This design comes from an exercise in tuning for small area and a short achievable clock period on the open sky130 flow, not from production work.
Power and IR drop assume default switching activity.

==> build 55 <==
==> flow/design.v <==
package reg_file_pkg;
    localparam int DEFAULT_DATA_W      = 32;
    localparam int DEFAULT_ADDR_W      = 4;
    localparam int DEFAULT_NUM_REGS    = 2 ** DEFAULT_ADDR_W;
    localparam int DEFAULT_PC_IDX      = 15;
    localparam int DEFAULT_PC_READ_OFS = 8;
    typedef logic [DEFAULT_NUM_REGS-1:0] pend_vec_t;
endpackage
module reg_file_rd_port
#(
    parameter int DATA_W      = reg_file_pkg::DEFAULT_DATA_W,
    parameter int ADDR_W      = reg_file_pkg::DEFAULT_ADDR_W,
    parameter int PC_IDX      = reg_file_pkg::DEFAULT_PC_IDX,
    parameter int PC_READ_OFS = reg_file_pkg::DEFAULT_PC_READ_OFS,
    localparam int NUM_REGS   = 2 ** ADDR_W
) (
    input  logic [ADDR_W-1:0]               rd_sel_i,
    input  logic [NUM_REGS-1:0][DATA_W-1:0] regFile_i,
    input  logic [NUM_REGS-1:0]             pend_i,
    input  logic                            wr0_en_i,
    input  logic [ADDR_W-1:0]               wr0_sel_i,
    input  logic [DATA_W-1:0]               wr0_data_i,
    input  logic                            wr1_en_i,
    input  logic [ADDR_W-1:0]               wr1_sel_i,
    input  logic [DATA_W-1:0]               wr1_data_i,
    input  logic                            pc_en_i,
    input  logic [DATA_W-1:0]               pc_data_i,
    input  logic                            pend_en_i,
    input  logic [ADDR_W-1:0]               pend_sel_i,
    output logic [DATA_W-1:0]               rd_data_o,
    output logic                            rd_busy_o
);
    localparam logic [ADDR_W-1:0] PC_SEL = ADDR_W'(PC_IDX);
    logic [DATA_W-1:0] rawData;
    always_comb begin
        rawData   = regFile_i[rd_sel_i];
        rd_busy_o = pend_i[rd_sel_i];
        if (pc_en_i && (rd_sel_i == PC_SEL)) begin
            rawData = pc_data_i;
        end
        if (wr0_en_i && (wr0_sel_i == rd_sel_i)) begin
            rawData = wr0_data_i;
        end
        if (wr1_en_i && (wr1_sel_i == rd_sel_i)) begin
            rawData = wr1_data_i;
            if (!(pend_en_i && (pend_sel_i == rd_sel_i))) begin
                rd_busy_o = 1'b0;
            end
        end
    end
    always_comb begin
        rd_data_o = rawData;
        if (rd_sel_i == PC_SEL) begin
            rd_data_o = rawData + DATA_W'(PC_READ_OFS);
        end
    end
endmodule
module reg_file_mp
#(
    parameter int DATA_W      = reg_file_pkg::DEFAULT_DATA_W,
    parameter int ADDR_W      = reg_file_pkg::DEFAULT_ADDR_W,
    parameter int PC_IDX      = reg_file_pkg::DEFAULT_PC_IDX,
    parameter int PC_READ_OFS = reg_file_pkg::DEFAULT_PC_READ_OFS
) (
    input  logic              clk,
    input  logic              reset,
    input  logic [ADDR_W-1:0] rd_sel_a,
    input  logic [ADDR_W-1:0] rd_sel_b,
    input  logic [ADDR_W-1:0] rd_sel_c,
    output logic [DATA_W-1:0] rd_data_a,
    output logic [DATA_W-1:0] rd_data_b,
    output logic [DATA_W-1:0] rd_data_c,
    output logic              rd_busy_a,
    output logic              rd_busy_b,
    output logic              rd_busy_c,
    input  logic              wr0_en,
    input  logic [ADDR_W-1:0] wr0_sel,
    input  logic [DATA_W-1:0] wr0_data,
    input  logic              wr1_en,
    input  logic [ADDR_W-1:0] wr1_sel,
    input  logic [DATA_W-1:0] wr1_data,
    input  logic              pc_en,
    input  logic [DATA_W-1:0] pc_data,
    input  logic              pend_en,
    input  logic [ADDR_W-1:0] pend_sel,
    output logic [DATA_W-1:0] pc_q,
    output logic [ADDR_W:0]   pend_count
);
    localparam int NUM_REGS = 2 ** ADDR_W;
    localparam int CNT_W    = ADDR_W + 1;
    localparam logic [ADDR_W-1:0] PC_SEL = ADDR_W'(PC_IDX);
    logic [NUM_REGS-1:0][DATA_W-1:0] regFile_q, regFile_d;
    logic [NUM_REGS-1:0]             pend_q, pend_d;
    logic [CNT_W-1:0]                pendCount_q, pendCount_d;
    logic                            setOk, incr, decr;
    always_comb begin
        regFile_d = regFile_q;
        if (pc_en) begin
            regFile_d[PC_IDX] = pc_data;
        end
        if (wr0_en) begin
            regFile_d[wr0_sel] = wr0_data;
        end
        if (wr1_en) begin
            regFile_d[wr1_sel] = wr1_data;
        end
    end
    always_comb begin
        setOk  = pend_en && (pend_sel != PC_SEL);
        pend_d = pend_q;
        if (wr1_en) begin
            pend_d[wr1_sel] = 1'b0;
        end
        if (setOk) begin
            pend_d[pend_sel] = 1'b1;
        end
        incr = setOk && !pend_q[pend_sel];
        decr = wr1_en && pend_q[wr1_sel] && !(setOk && (pend_sel == wr1_sel));
        pendCount_d = pendCount_q + CNT_W'(incr) - CNT_W'(decr);
    end
    always_ff @(posedge clk) begin
        if (reset) begin
            regFile_q   <= '0;
            pend_q      <= '0;
            pendCount_q <= '0;
        end else begin
            regFile_q   <= regFile_d;
            pend_q      <= pend_d;
            pendCount_q <= pendCount_d;
        end
    end
    assign pc_q       = regFile_q[PC_IDX];
    assign pend_count = pendCount_q;
    logic [2:0][ADDR_W-1:0] rdSel;
    logic [2:0][DATA_W-1:0] rdData;
    logic [2:0]             rdBusy;
    assign rdSel = {rd_sel_c, rd_sel_b, rd_sel_a};
    for (genvar p = 0; p < 3; p++) begin : gRdPort
        reg_file_rd_port #(
            .DATA_W      (DATA_W),
            .ADDR_W      (ADDR_W),
            .PC_IDX      (PC_IDX),
            .PC_READ_OFS (PC_READ_OFS)
        ) uRdPort (
            .rd_sel_i   (rdSel[p]),
            .regFile_i  (regFile_q),
            .pend_i     (pend_q),
            .wr0_en_i   (wr0_en),
            .wr0_sel_i  (wr0_sel),
            .wr0_data_i (wr0_data),
            .wr1_en_i   (wr1_en),
            .wr1_sel_i  (wr1_sel),
            .wr1_data_i (wr1_data),
            .pc_en_i    (pc_en),
            .pc_data_i  (pc_data),
            .pend_en_i  (pend_en),
            .pend_sel_i (pend_sel),
            .rd_data_o  (rdData[p]),
            .rd_busy_o  (rdBusy[p])
        );
    end
    assign rd_data_a = rdData[0];
    assign rd_data_b = rdData[1];
    assign rd_data_c = rdData[2];
    assign rd_busy_a = rdBusy[0];
    assign rd_busy_b = rdBusy[1];
    assign rd_busy_c = rdBusy[2];
endmodule
==> flow/run.sh <==
#!/bin/bash
# synth_recipe.tcl (not shown) runs the flow's synth.tcl, then flattens the netlist and writes it again
# the make line also repeats each setting of config.mk as NAME=value (left out here)
make -C /OpenROAD-flow-scripts/flow DESIGN_CONFIG=/design/flow/config.mk WORK_HOME=/design/flow/orfs CLKGATE_MAP_FILE= SYNTH_SCRIPT=/design/flow/synth_recipe.tcl finish
==> flow/config.mk <==
export PLATFORM = sky130hd
export DESIGN_NAME = reg_file_mp
export DESIGN_NICKNAME = reg_file_mp
export VERILOG_FILES = /design/flow/design.v
export SDC_FILE = /design/flow/constraint.sdc
export NUM_CORES = 4
export LEC_CHECK = 0
export CAP_MARGIN = 20
export CORE_MARGIN = 2
export CORE_UTILIZATION = 30
export SETUP_SLACK_MARGIN = 0.4
export SLEW_MARGIN = 20
==> flow/constraint.sdc <==
create_clock -name core_clock -period 8.5 [get_ports {clk}]
set_input_delay 1.7000 -clock core_clock [delete_from_list [all_inputs] [get_ports {clk}]]
set_output_delay 1.7000 -clock core_clock [all_outputs]
set_load 0.01 [all_outputs]
==> build 31: changes against build 55 <==
--- a/flow/design.v
+++ b/flow/design.v
@@ -11,7 +11,6 @@
     parameter int DATA_W      = reg_file_pkg::DEFAULT_DATA_W,
     parameter int ADDR_W      = reg_file_pkg::DEFAULT_ADDR_W,
     parameter int PC_IDX      = reg_file_pkg::DEFAULT_PC_IDX,
-    parameter int PC_READ_OFS = reg_file_pkg::DEFAULT_PC_READ_OFS,
     localparam int NUM_REGS   = 2 ** ADDR_W
 ) (
     input  logic [ADDR_W-1:0]               rd_sel_i,
@@ -23,35 +22,36 @@
     input  logic                            wr1_en_i,
     input  logic [ADDR_W-1:0]               wr1_sel_i,
     input  logic [DATA_W-1:0]               wr1_data_i,
-    input  logic                            pc_en_i,
-    input  logic [DATA_W-1:0]               pc_data_i,
+    input  logic [DATA_W-1:0]               pc_rd_i,
     input  logic                            pend_en_i,
     input  logic [ADDR_W-1:0]               pend_sel_i,
     output logic [DATA_W-1:0]               rd_data_o,
     output logic                            rd_busy_o
 );
     localparam logic [ADDR_W-1:0] PC_SEL = ADDR_W'(PC_IDX);
-    logic [DATA_W-1:0] rawData;
+    logic isPc, fwd1, fwd0;
+    logic [NUM_REGS-1:0] hit;
     always_comb begin
-        rawData   = regFile_i[rd_sel_i];
-        rd_busy_o = pend_i[rd_sel_i];
-        if (pc_en_i && (rd_sel_i == PC_SEL)) begin
-            rawData = pc_data_i;
-        end
-        if (wr0_en_i && (wr0_sel_i == rd_sel_i)) begin
-            rawData = wr0_data_i;
-        end
-        if (wr1_en_i && (wr1_sel_i == rd_sel_i)) begin
-            rawData = wr1_data_i;
-            if (!(pend_en_i && (pend_sel_i == rd_sel_i))) begin
-                rd_busy_o = 1'b0;
-            end
+        isPc = (rd_sel_i == PC_SEL);
+        fwd1 = wr1_en_i && (wr1_sel_i == rd_sel_i) && !isPc;
+        fwd0 = wr0_en_i && (wr0_sel_i == rd_sel_i) && !isPc && !fwd1;
+        for (int r = 0; r < NUM_REGS; r++) begin
+            hit[r] = (rd_sel_i == ADDR_W'(r)) && (r != PC_IDX) && !fwd1 && !fwd0;
         end
     end
     always_comb begin
-        rd_data_o = rawData;
-        if (rd_sel_i == PC_SEL) begin
-            rd_data_o = rawData + DATA_W'(PC_READ_OFS);
+        rd_data_o = ({DATA_W{isPc}} & pc_rd_i)
+                  | ({DATA_W{fwd1}} & wr1_data_i)
+                  | ({DATA_W{fwd0}} & wr0_data_i);
+        for (int r = 0; r < NUM_REGS; r++) begin
+            rd_data_o = rd_data_o | ({DATA_W{hit[r]}} & regFile_i[r]);
+        end
+    end
+    always_comb begin
+        rd_busy_o = pend_i[rd_sel_i] && !isPc;
+        if (wr1_en_i && (wr1_sel_i == rd_sel_i) &&
+            !(pend_en_i && (pend_sel_i == rd_sel_i))) begin
+            rd_busy_o = 1'b0;
         end
     end
 endmodule
@@ -93,16 +93,29 @@
     logic [NUM_REGS-1:0]             pend_q, pend_d;
     logic [CNT_W-1:0]                pendCount_q, pendCount_d;
     logic                            setOk, incr, decr;
+    logic [DATA_W-1:0]               pcNext, pcRd;
+    logic [NUM_REGS-1:0] hit1, hit0, take1, take0, takePc, hold;
     always_comb begin
-        regFile_d = regFile_q;
-        if (pc_en) begin
-            regFile_d[PC_IDX] = pc_data;
+        for (int r = 0; r < NUM_REGS; r++) begin
+            hit1[r]   = wr1_en && (wr1_sel == ADDR_W'(r));
+            hit0[r]   = wr0_en && (wr0_sel == ADDR_W'(r));
+            take1[r]  = !reset && hit1[r];
+            take0[r]  = !reset && !hit1[r] && hit0[r];
+            if (r == PC_IDX) begin
+                takePc[r] = !reset && !hit1[r] && !hit0[r] && pc_en;
+                hold[r]   = !reset && !hit1[r] && !hit0[r] && !pc_en;
+            end else begin
+                takePc[r] = 1'b0;
+                hold[r]   = !reset && !hit1[r] && !hit0[r];
+            end
         end
-        if (wr0_en) begin
-            regFile_d[wr0_sel] = wr0_data;
-        end
-        if (wr1_en) begin
-            regFile_d[wr1_sel] = wr1_data;
+    end
+    always_comb begin
+        for (int r = 0; r < NUM_REGS; r++) begin
+            regFile_d[r] = ({DATA_W{take1[r]}}  & wr1_data)
+                         | ({DATA_W{take0[r]}}  & wr0_data)
+                         | ({DATA_W{takePc[r]}} & pc_data)
+                         | ({DATA_W{hold[r]}}   & regFile_q[r]);
         end
     end
     always_comb begin
@@ -114,33 +127,47 @@
         if (setOk) begin
             pend_d[pend_sel] = 1'b1;
         end
+        pend_d[PC_IDX] = 1'b0;
         incr = setOk && !pend_q[pend_sel];
         decr = wr1_en && pend_q[wr1_sel] && !(setOk && (pend_sel == wr1_sel));
         pendCount_d = pendCount_q + CNT_W'(incr) - CNT_W'(decr);
     end
     always_ff @(posedge clk) begin
+        regFile_q <= regFile_d;
+    end
+    always_ff @(posedge clk) begin
         if (reset) begin
-            regFile_q   <= '0;
             pend_q      <= '0;
             pendCount_q <= '0;
         end else begin
-            regFile_q   <= regFile_d;
             pend_q      <= pend_d;
             pendCount_q <= pendCount_d;
         end
     end
     assign pc_q       = regFile_q[PC_IDX];
     assign pend_count = pendCount_q;
+    always_comb begin
+        pcNext = regFile_q[PC_IDX];
+        if (pc_en) begin
+            pcNext = pc_data;
+        end
+        if (hit0[PC_IDX]) begin
+            pcNext = wr0_data;
+        end
+        if (hit1[PC_IDX]) begin
+            pcNext = wr1_data;
+        end
+    end
+    assign pcRd   = pcNext + DATA_W'(PC_READ_OFS);
     logic [2:0][ADDR_W-1:0] rdSel;
     logic [2:0][DATA_W-1:0] rdData;
     logic [2:0]             rdBusy;
     assign rdSel = {rd_sel_c, rd_sel_b, rd_sel_a};
     for (genvar p = 0; p < 3; p++) begin : gRdPort
         reg_file_rd_port #(
-            .DATA_W      (DATA_W),
-            .ADDR_W      (ADDR_W),
-            .PC_IDX      (PC_IDX),
-            .PC_READ_OFS (PC_READ_OFS)
+            .DATA_W     (DATA_W),
+            .ADDR_W     (ADDR_W),
+            .PC_IDX     (PC_IDX)
         ) uRdPort (
             .rd_sel_i   (rdSel[p]),
             .regFile_i  (regFile_q),
@@ -151,8 +178,7 @@
             .wr1_en_i   (wr1_en),
             .wr1_sel_i  (wr1_sel),
             .wr1_data_i (wr1_data),
-            .pc_en_i    (pc_en),
-            .pc_data_i  (pc_data),
+            .pc_rd_i    (pcRd),
             .pend_en_i  (pend_en),
             .pend_sel_i (pend_sel),
             .rd_data_o  (rdData[p]),
- CORE_UTILIZATION: 30 -> 60
- SETUP_SLACK_MARGIN: 0.4 -> 3.5
==> out/results.tsv <==
metric	value	unit
simple-gate share of the synthesized area	13.9	%
initial drt markers	7494	
Synth Area in Adders	0.635	%
GR Util met1	39.0	%
die extent in x	381	um
met2 routed WL	89500	um
Post-CTS Setup Repair Bufs	1	
H-Tree Depth	3	
Sequential Area	10700	um2
clk pwr	0.00311	W
status	finished clean	
Switching Share	33.7	%
(the above is from build 55)
==> out/results.tsv <==
metric	value	unit
die extent in x	242	um
routability congestion estimate	1.17	
Synth Area in Adders	0.646	%
EDFF count, synth	0	
Mean Syn Cell Area	8.34	um2
H-Tree Depth	2	
io pins	262	
clock sink count	532	
compound-cell area share of the yosys netlist	34.0	%
Root Driver	clkbuf_16	
GR Util met1	88.8	%
Err	[ERROR GRT-0116] Global routing finished with congestion. Check the congestion regions in the DRC Viewer.	
Area contributors post-synth	dfxtp_1 (31%), a222oi_1 (16%), a22oi_1 (8.1%)	
Post-CTS Setup Repair Bufs	383	
simple-gate share of the synthesized area	14.4	%
synth warn	2	
Halt Stage	global routing	
Post-synth top cells	a222oi_1 (540), dfxtp_1 (532), inv_1 (405)	
met3 usage	80.5	%
status	did not finish	
(the above is from build 31)
No run of this note included a check of the RTL's function; only the layout flow was run.

==> what the ideal ports hide <==
The flow's constraints put no driver on any port. The routed layout listed below was extracted and timed again, unchanged, in two steps. Step 1, drivers: a clkbuf_16 drives clk and a buf_2 each remaining input, both assumed. Step 2 moves the port delays by t, midway between the first and last clock arrival at a register: inputs arrive t later, outputs are due t later. That takes back most of the time a late clock gives input paths. a / b / c = ideal / step 1 / step 2; a / b = the first two.
run: build 55
t, ns: 0.721
setup slack, ns: 0.352 / 0.275 / 0.275
slew at the worst register clock pin (ns): 0.07 / 0.07
worst slew at a driven data input, ns: 0.17
cell pins on the clock port's net: 1
After both steps setup and hold are still met in build 55. For build 55, drivers alone change the setup slack by -0.077 ns; drivers and shift together by -0.077 ns.
